From an optimization exercise on the open Yosys and OpenROAD flow, aimed at small area; shortcuts taken in it are not production practice. The RTL was checked by simulation tests, not by an equivalence proof against the original design. Power figures rest on the tool's default switching activity, not on a simulated workload.

==> design/flow/design.v <==
module rf_hold (
  input  logic ld,
  input  logic ld_n,
  input  logic d,
  input  logic q,
  output logic y
);
  assign y = (ld & d) | (ld_n & q);
endmodule
module rf_aoi222 (
  input  logic [2:0] s,
  input  logic [2:0] v,
  output logic       y_n
);
  assign y_n = !(|(s & v));
endmodule
module rf_final (
  input  logic [9:0] g_n,
  input  logic [1:0] s,
  input  logic [1:0] v,
  output logic       y
);
  assign y = !(&g_n) | (|(s & v));
endmodule
module rf_rdbit (
  input  logic [31:0] sel,
  input  logic [31:0] val,
  output logic        y
);
  logic [9:0] g_n;
  for (genvar j = 0; j < 10; j++) begin : g_grp
    rf_aoi222 u_g (.s(sel[3*j +: 3]), .v(val[3*j +: 3]), .y_n(g_n[j]));
  end
  rf_final u_or (.g_n(g_n), .s(sel[31:30]), .v(val[31:30]), .y(y));
endmodule
module regfile_servo_bank #(
  parameter int NUM_REGS   = 32,
  parameter int DATA_W     = 32,
  parameter int NUM_SERVO  = 6,
  parameter int SERVO_BASE = 1,
  parameter int SERVO_W    = 7,
  parameter int SERVO_MAX  = 127,
  localparam int AW        = $clog2(NUM_REGS)
) (
  input  logic                         clock,
  input  logic                         ctrl_reset,
  input  logic                         ctrl_writeEnable,
  input  logic [AW-1:0]                ctrl_writeReg,
  input  logic [DATA_W-1:0]            data_writeReg,
  input  logic [AW-1:0]                ctrl_readRegA,
  input  logic [AW-1:0]                ctrl_readRegB,
  output logic [DATA_W-1:0]            data_readRegA,
  output logic [DATA_W-1:0]            data_readRegB,
  input  logic                         servo_commit,
  output logic [NUM_SERVO*SERVO_W-1:0] servo_out,
  output logic [NUM_SERVO-1:0]         servo_dirty,
  output logic                         servo_update
);
  localparam logic [SERVO_W-1:0] CLAMP = SERVO_W'(SERVO_MAX);
  logic [NUM_REGS-1:1][DATA_W-1:0] regs_q, regs_d;
  logic [NUM_SERVO*SERVO_W-1:0]    servo_q, servo_d, servo_new;
  logic [NUM_SERVO-1:0]            dirty_q;
  logic                            update_q;
  logic                            wr_ok;
  logic [NUM_REGS-1:1]             wsel;     
  logic [NUM_REGS-1:1]             ld;       
  logic [DATA_W-1:0]               wdat;     
  logic                            sld;      
  assign wr_ok = ctrl_writeEnable && (ctrl_writeReg != '0);
  assign wdat  = ctrl_reset ? '0 : data_writeReg;
  assign sld   = ctrl_reset || servo_commit;
  always_comb begin
    for (int i = 1; i < NUM_REGS; i++) begin
      wsel[i] = wr_ok && (ctrl_writeReg == AW'(i));
      ld[i]   = ctrl_reset || wsel[i];
    end
  end
  for (genvar i = 1; i < NUM_REGS; i++) begin : g_reg
    for (genvar b = 0; b < DATA_W; b++) begin : g_bit
      rf_hold u_hold (.ld(ld[i]), .ld_n(!ld[i]), .d(wdat[b]), .q(regs_q[i][b]), .y(regs_d[i][b]));
    end
  end
  always_ff @(posedge clock) begin
    regs_q <= regs_d;
  end
  logic          byp_a, byp_b;
  logic [31:0]   sel_a, sel_b;
  assign byp_a = wr_ok && (ctrl_readRegA == ctrl_writeReg);
  assign byp_b = wr_ok && (ctrl_readRegB == ctrl_writeReg);
  always_comb begin
    sel_a[0] = byp_a;
    sel_b[0] = byp_b;
    for (int i = 1; i < NUM_REGS; i++) begin
      sel_a[i] = !byp_a && (ctrl_readRegA == AW'(i));
      sel_b[i] = !byp_b && (ctrl_readRegB == AW'(i));
    end
  end
  for (genvar b = 0; b < DATA_W; b++) begin : g_rd
    logic [31:0] col;
    always_comb begin
      col[0] = data_writeReg[b];
      for (int i = 1; i < NUM_REGS; i++) col[i] = regs_q[i][b];
    end
    rf_rdbit u_rda (.sel(sel_a), .val(col), .y(data_readRegA[b]));
    rf_rdbit u_rdb (.sel(sel_b), .val(col), .y(data_readRegB[b]));
  end
  always_comb begin
    for (int k = 0; k < NUM_SERVO; k++) begin
      servo_new[k*SERVO_W +: SERVO_W] = ctrl_reset ? '0 :
        ((regs_q[SERVO_BASE + k][SERVO_W-1:0] > CLAMP) ? CLAMP : regs_q[SERVO_BASE + k][SERVO_W-1:0]);
    end
  end
  for (genvar j = 0; j < NUM_SERVO*SERVO_W; j++) begin : g_servo
    rf_hold u_hold (.ld(sld), .ld_n(!sld), .d(servo_new[j]), .q(servo_q[j]), .y(servo_d[j]));
  end
  always_ff @(posedge clock) begin
    servo_q <= servo_d;
  end
  always_ff @(posedge clock) begin
    if (ctrl_reset) begin
      dirty_q  <= '0;
      update_q <= 1'b0;
    end else begin
      update_q <= servo_commit && (|dirty_q);
      for (int k = 0; k < NUM_SERVO; k++) begin
        dirty_q[k] <= (dirty_q[k] && !servo_commit) || wsel[SERVO_BASE + k];
      end
    end
  end
  assign servo_out    = servo_q;
  assign servo_dirty  = dirty_q;
  assign servo_update = update_q;
endmodule
==> design/flow/run.sh <==
#!/bin/bash
# synth_recipe.tcl (not shown) runs the flow's synth.tcl, then flattens the netlist and writes it again
# the make line also repeats each setting of config.mk as NAME=value (left out here)
make -C /OpenROAD-flow-scripts/flow DESIGN_CONFIG=/design/flow/config.mk WORK_HOME=/design/flow/orfs CLKGATE_MAP_FILE= SYNTH_SCRIPT=/design/flow/synth_recipe.tcl finish
==> design/flow/config.mk <==
export PLATFORM = sky130hd
export DESIGN_NAME = regfile_servo_bank
export DESIGN_NICKNAME = regfile_servo_bank
export VERILOG_FILES = /design/flow/design.v
export SDC_FILE = /design/flow/constraint.sdc
export NUM_CORES = 4
export LEC_CHECK = 0
export CAP_MARGIN = 20
export CORE_MARGIN = 2
export CORE_UTILIZATION = 40
export SLEW_MARGIN = 20
export SYNTH_HIERARCHICAL = 1
export SYNTH_MINIMUM_KEEP_SIZE = 0
==> design/flow/constraint.sdc <==
create_clock -name core_clock -period 8.0 [get_ports {clock}]
set_input_delay 1.6000 -clock core_clock [delete_from_list [all_inputs] [get_ports {clock}]]
set_output_delay 1.6000 -clock core_clock [all_outputs]
set_load 0.01 [all_outputs]
==> results.txt <==
sequential cells by signal (all words and copies together) (netlist names):
| signal | flops |
|---|---|
| regs_q | 992 |
| servo_q | 42 |
| dirty_q | 6 |
| update_q | 1 |
where the power goes:
| part | total [mW] | internal (mW) | switching, mW |
|---|---|---|---|
| clock | 5.29 | 3.10 | 2.20 |
| sequential | 5.98 | 5.63 | 0.352 |
| combinational | 1.56 | 0.645 | 0.910 |
| total | 12.8 | 9.37 | 3.46 |
cell usage in the layout, fill, tap and decap left out, types with 29 or more instances in the layout:
cell type        count
a22o_1            1098
dfxtp_1           1041
a222oi_1           640
clkdlybuf4s50_1    162
buf_4              155
nand4_1            129
clkbuf_16          110
nand2_1             78
or4_4               65
nor2b_1             44
inv_1               34
nor2_4              31
nor4_2              31
a21oi_4             31
clkbuf_8            31
nor2b_2             29
worst reg2reg max path, delay by kind of cell, from the launching register on:
family,cells,cell delay [ns]
and+or+nand+nor,3,0.72
DFF,1,0.33
cells by family after synthesis:
kind of cell,after synthesis,synth area share
AO/OA/AOI/OAI,1784,0.4037
AND/OR/NAND/NOR,453,0.07131
buffers and inverters,66,0.006423
flip-flops,1041,0.5168
XOR/XNOR,8,0.001738
modules after synthesis, one instance, submodules excluded, excerpt:
module,cells inside,flops+latches,copies in the design
regfile_servo_bank,1358,1041,1
rf_aoi222,1,0,640
rf_hold,1,0,1034
rf_final,5,0,64
per-stage QoR:
step | total power [mW] | setup WS (ns) | cells
3_3_place_gp | 7.530 | 0.5826 | 4942
4_1_cts | 12.77 | 0.6300 | 5143
5_1_grt | 13.13 | 0.4513 | 5155
6_report | 12.82 | 0.5311 | 5155
3_5_place_dp | 7.549 | 0.6511 | 4944
2_1_floorplan | 6.783 | 0.5995 | 3352
layer usage:
layer | wire length, µm | share of wire
met1 | 73180 | 0.39
met2 | 75880 | 0.40
met5 | 51 | 0.00027
met3 | 28110 | 0.15
met4 | 11750 | 0.062
area by class of cell:
| cell class | instances | area [µm²] | area share |
|---|---|---|---|
| clock buffer | 158 | 3243 | 0.06522 |
| tap | 1298 | 1624 | 0.03266 |
| sequential | 1041 | 20840 | 0.4191 |
| clock inverter | 41 | 490.5 | 0.009863 |
| inverter | 35 | 131.4 | 0.002642 |
| antenna | 1 | 2.502 | 0.00005032 |
| multi-input combinational | 2245 | 20170 | 0.4055 |
| timing repair buffer | 336 | 3232 | 0.06499 |
how the worst min path moves through the flow:
| stage | startpoint | endpoint | slack (ns) | depth (start not counted) |
|---|---|---|---|---|
| after floorplan | regs_q[167] | regs_q[167] | 0.46 | 1 |
| after global placement | servo_q[14] | servo_q[14] | 0.45 | 1 |
| after detailed placement | servo_q[14] | servo_q[14] | 0.46 | 1 |
| after CTS | servo_q[14] | servo_q[14] | 0.47 | 1 |
| after global routing | servo_q[14] | servo_q[14] | 0.48 | 1 |
| final | servo_q[27] | servo_q[27] | 0.47 | 1 |
==> flow_metrics.env <==
export IMPL_status="no timing/DRC/antenna violations"
export IMPL_placementRows=116
export IMPL_yosys_top_cells_count="a22o_1 (1,098), dfxtp_1 (1,041), a222oi_1 (640)"
export IMPL_tns_ns=0
export IMPL_grt_pass1_vias=37560
export IMPL_die_h_um=321.5
export IMPL_drive_gt1_frac=0.1457
export IMPL_fin_crit_sh=0.9336
export IMPL_worstPathMaxFanout=20
export IMPL_cp_required_ns=6.40
export IMPL_post_route_min_period_ns=7.469
export IMPL_path_class="primary input to output pin"
export IMPL_worst_pin_slew_ns=1.247
export IMPL_cts_buffer_depth=3
export IMPL_ys_async_sr_fraction=0
export IMPL_wl_per_cell_um=36.66
export IMPL_synth_area_leaders="dfxtp_1 (52%), a22o_1 (24%), a222oi_1 (16%)"
export IMPL_r2r_setup_slack_ns=6.80
export IMPL_finalHoldViolations=0
export IMPL_fin_util=0.4973
export IMPL_powerDensity_mw_per_mm2=257.9
export IMPL_relSlewSlack=0.1668
export IMPL_yosysSeqAreaShare=0.5168
export IMPL_hp_class="flop to flop"
export IMPL_r2r_start="dirty_q[3]"
export IMPL_cts_tree="done"
export IMPL_cts_root_buf="clkbuf_16"
export IMPL_yosys_warnings=7
export IMPL_cp_arrival_ns=5.87
export IMPL_synth_edf_count=0
export IMPL_antenna_found_initial=8
export IMPL_fillers=8833
export IMPL_cts_buffers=107
export IMPL_synth_top_area_share=0.5168
export IMPL_nets=3817
export IMPL_routabilityCongestion=1.016
export IMPL_area_delta_synth_final_pct=23.33
export IMPL_cts_max_level=3
export IMPL_rr_endpoint="update_q"
export IMPL_clk_pin_slew_worst_paths_ns=0.06
export IMPL_port_buffers=163
export IMPL_yosysMostFrequentCell="a22o_1"
export IMPL_dr_first_iter_drc_count=8287
export IMPL_clock_skew_ns=0.007412
export IMPL_critPathBufInv=4
export IMPL_core_mm2=0.1000
export IMPL_top_usage_layer="met2"
export IMPL_die_w_um=321.5
export IMPL_max_cap_viol_count=0
export IMPL_cts_sinks=1041
export IMPL_final_max_slew_viol_count=0
export IMPL_route_antenna_remaining_nets=0
export IMPL_grt_overflow=0
export IMPL_remaining_drc_errors=0
export IMPL_slowest_stage="clkdlybuf4s50_1"
export IMPL_wirelength_mm=189.0
export IMPL_cp_endpoint="data_readRegA[8]"
export IMPL_cp_end_kind="output pin"
export IMPL_vias_per_cell=7.781
export IMPL_track_usage=0.3485
export IMPL_die_area_mm2=0.1034
export IMPL_fin_hold_ws_ns=0.4683
export IMPL_finalSetupViolCount=0
export IMPL_grt_pass1_wl_mm=268.0
export IMPL_io_pins=164
export IMPL_synth_top_area_cell="dfxtp_1"
export IMPL_rsz0062_at_grt="no"
export IMPL_vdd_ir_drop_worst_mv=0.1811
export IMPL_clock_latency_ns=0.68
export IMPL_drt_pass1_iter_count=13
export IMPL_path_cells="clkdlybuf4s50_1 > or4_4 > o21ai_1 > buf_4 > o21ai_2 > nor2_4 > buf_16 > a222oi_1 > nand4_1 > or4_4 > clkdlybuf4s50_1"
export IMPL_grt_use_met2=0.4845
export IMPL_cpLargestDelayFamily="buffers and inverters"
export IMPL_hpwlAfterDp_mm=108.7
export IMPL_synth_main_ff_cell="dfxtp_1"
export IMPL_max_freq_ghz=0.1339
export IMPL_grt_util_met1=0.4801
export IMPL_netlist_area_mm2=0.04032
export IMPL_dpl_cell_area_mm2=0.04571
export IMPL_leakage_nw=18.85
export IMPL_synth_cell_type_count=36
export IMPL_ctsHoldBuffers=0
export IMPL_synth_area_per_cell_um2=12.03
export IMPL_cp_start_kind="primary input"
export IMPL_design_area_mm2=0.04973
export IMPL_ys_seq_elements=1041
export IMPL_syn_num_nets=3403
export IMPL_vias=40110
export IMPL_crit_start="ctrl_writeReg[2]"
export IMPL_postCtsSetupRepairBufs=0
export IMPL_cts_resized=0
export IMPL_crit_cells=11
export IMPL_grt_max_degree=83
export IMPL_grt_use_met3=0.09796
export IMPL_r2r_cells=3
export IMPL_synth_cells=3352
export IMPL_max_stage_delay_ns=0.69
export IMPL_start_util=0.4032

[static timing again, ports no longer ideal]
The results above use ideal ports. As a check the final layout listed here was re-extracted and re-timed, cells and wires unchanged. Step 1, drivers: a clkbuf_16 drives clock and a buf_2 each remaining input, both assumed. Step 2 moves the port delays by t, midway between the first and last clock arrival at a register: inputs arrive t later, outputs are due t later. That takes back most of the time a late clock gives input paths. Three values: no drivers, after step 1, after step 2; two values: the first two.
t, ns: 0.756
slack for setup (ns): 0.531 / 0.470 / 0.470
hold slack, ns: 0.468 / 0.468 / 0.468
After both steps this run still meets setup and hold. The setup slack of this run moves by -0.061 ns with the drivers and by -0.061 ns with both steps.
